From an optimization exercise on the open Yosys and OpenROAD flow, aimed at small area; shortcuts taken in it are not production practice. The RTL was checked by simulation tests, not by an equivalence proof against the original design.

== pine ==
// aes_inv_round
module aes_inv_round
(
    input  logic            clk,
    input  logic            rst,
    input  logic            in_valid,
    input  aes_pkg::block_t cipher_block,
    input  aes_pkg::block_t round_key,
    output logic            out_valid,
    output aes_pkg::block_t plain_block
);
    localparam int num_rows = 32 / 8;
    aes_pkg::block_t key_added;
    aes_pkg::block_t mixed;
    aes_pkg::block_t stage1_q;
    aes_pkg::block_t shifted;
    aes_pkg::block_t subbed;
    aes_pkg::block_t result_q;
    logic [2-1:0] valid_pipe;
    assign key_added = cipher_block ^ round_key;
    inv_mix_columns inv_mix_columns_i
    (
        .state_in  (key_added),
        .state_out (mixed)
    );
    always_ff @(posedge clk)
    begin
        stage1_q <= mixed;
    end
    for (genvar c = 0; c < 4; c++)
    begin : g_col
        for (genvar r = 0; r < num_rows; r++)
        begin : g_row
            localparam int src_col = (c - r + 4) % 4;
            localparam int dst_lsb = (4 - 1 - c) * 32
                                   + (num_rows - 1 - r) * 8;
            localparam int src_lsb = (4 - 1 - src_col) * 32
                                   + (num_rows - 1 - r) * 8;
            assign shifted[dst_lsb +: 8] =
                stage1_q[src_lsb +: 8];
        end
    end
    inv_sub_bytes_core inv_sub_bytes_core_i
    (
        .state_in  (shifted),
        .kill      (rst),
        .state_out (subbed)
    );
    always_ff @(posedge clk)
    begin
        if (rst | valid_pipe[0])
        begin
            result_q <= subbed;
        end
    end
    inv_sub_bytes_out inv_sub_bytes_out_i
    (
        .state_in  (result_q),
        .state_out (plain_block)
    );
    always_ff @(posedge clk)
    begin
        if (rst)
        begin
            valid_pipe <= '0;
        end
        else
        begin
            valid_pipe <= {valid_pipe[2-2:0], in_valid};
        end
    end
    assign out_valid = valid_pipe[2-1];
endmodule
Size: about 390 I/O pins, roughly 27000 um^2 of cells after synthesis.
export LEC_CHECK = 0
export CAP_MARGIN = 20
export CORE_MARGIN = 2
export CORE_UTILIZATION = 55
export CTS_CLUSTER_DIAMETER = 100
export CTS_CLUSTER_SIZE = 20
export GPL_TIMING_DRIVEN = 0
export SLEW_MARGIN = 20
create_clock -name core_clock -period 5.0 [get_ports {clk}]
standard.sh (not shown) runs the stock make flow with config.mk's settings and CLKGATE_MAP_FILE= SYNTH_SCRIPT=/design/flow/synth_recipe.tcl, a recipe that flattens the netlist after the stock synthesis.
==> flow/flow/run.sh <==
#!/bin/bash
# Own layout flow: the standard layout (standard.sh), except that
#  - Yosys's ABC step uses the area-oriented mapping script in flow/custom.abc
#    (registers, their names and the rest of the synthesis are as in the standard flow);
#  - the port buffers placed on every input and output are the smallest buffer cell.
set -euo pipefail
W=$(pwd)
FLOWDIR=$W/flow
# Synthesis script: ORFS's synth.tcl with only the ABC script swapped
sed "s#log_cmd abc {\*}\$abc_args#log_cmd abc {*}[lreplace \$abc_args 1 1 $FLOWDIR/custom.abc]#" \
    "$FLOW_HOME/scripts/synth.tcl" > "$W/own_synth_core.tcl"
grep -q "custom.abc" "$W/own_synth_core.tcl"
sed "s#source \$::env(SCRIPTS_DIR)/synth.tcl#source $W/own_synth_core.tcl#" \
    "$W/synth_recipe.tcl" > "$W/own_synth.tcl"
grep -q "own_synth_core.tcl" "$W/own_synth.tcl"
sed -e "s#SYNTH_SCRIPT=[^ ]*synth_recipe.tcl#SYNTH_SCRIPT=$W/own_synth.tcl#" \
    -e "s#^make #make 'BUFFER_PORTS_ARGS=-buffer_cell sky130_fd_sc_hd__buf_1' #" \
    "$W/standard.sh" > "$W/own_standard.sh"
grep -q "own_synth.tcl" "$W/own_standard.sh"
grep -q "BUFFER_PORTS_ARGS" "$W/own_standard.sh"
bash "$W/own_standard.sh" finish > "$W/flow_make.log" 2>&1
==> flow/flow/custom.abc <==
strash; dch; amap
pine reached the final stage; the timing, DRC and antenna checks on its layout passed.
Input-level comparison between birch and pine:
Settings: CTS_CLUSTER_SIZE removed (was 20); CTS_CLUSTER_DIAMETER removed (was 100).
[summary]
Diff pine -> birch: setup slack climbed 4.4 ps, global-route wire length before repair climbed about 1.3%, met2 wire length climbed about 1.6%. Length of routed wiring on met1 (birch vs. pine) increases slightly.

==> separate check: timing with driven ports <==
The flow's constraints put no driver on any port. The routed layouts listed below were extracted and timed again, unchanged, in two steps.
Step 1, drivers: a clkbuf_16 drives clk and a buf_2 each remaining input, both assumed.
Step 2 times the ports against the registers' clock, not the clock port: input delays grow and output delays shrink by t, the midpoint of the rising clock arrivals with the driver on.
Three values: no drivers, after step 1, after step 2; two values: the first two.
run	t (ns)	slack for setup (ns)	worst setup path after step 2	latest minus earliest clock arrival (ns)	cell pins on the clock port's net
pine	0.583	0.320 / 0.307 / -0.228	input to register	0.021 / 0.021	1
birch	0.598	0.324 / 0.327 / -0.238	input to register	0.013 / 0.014	1
With both steps, setup timing fails in pine and birch, where it was met with ideal ports. For birch, which loses most, drivers alone change the setup slack by +0.003 ns; drivers and shift together by -0.562 ns.
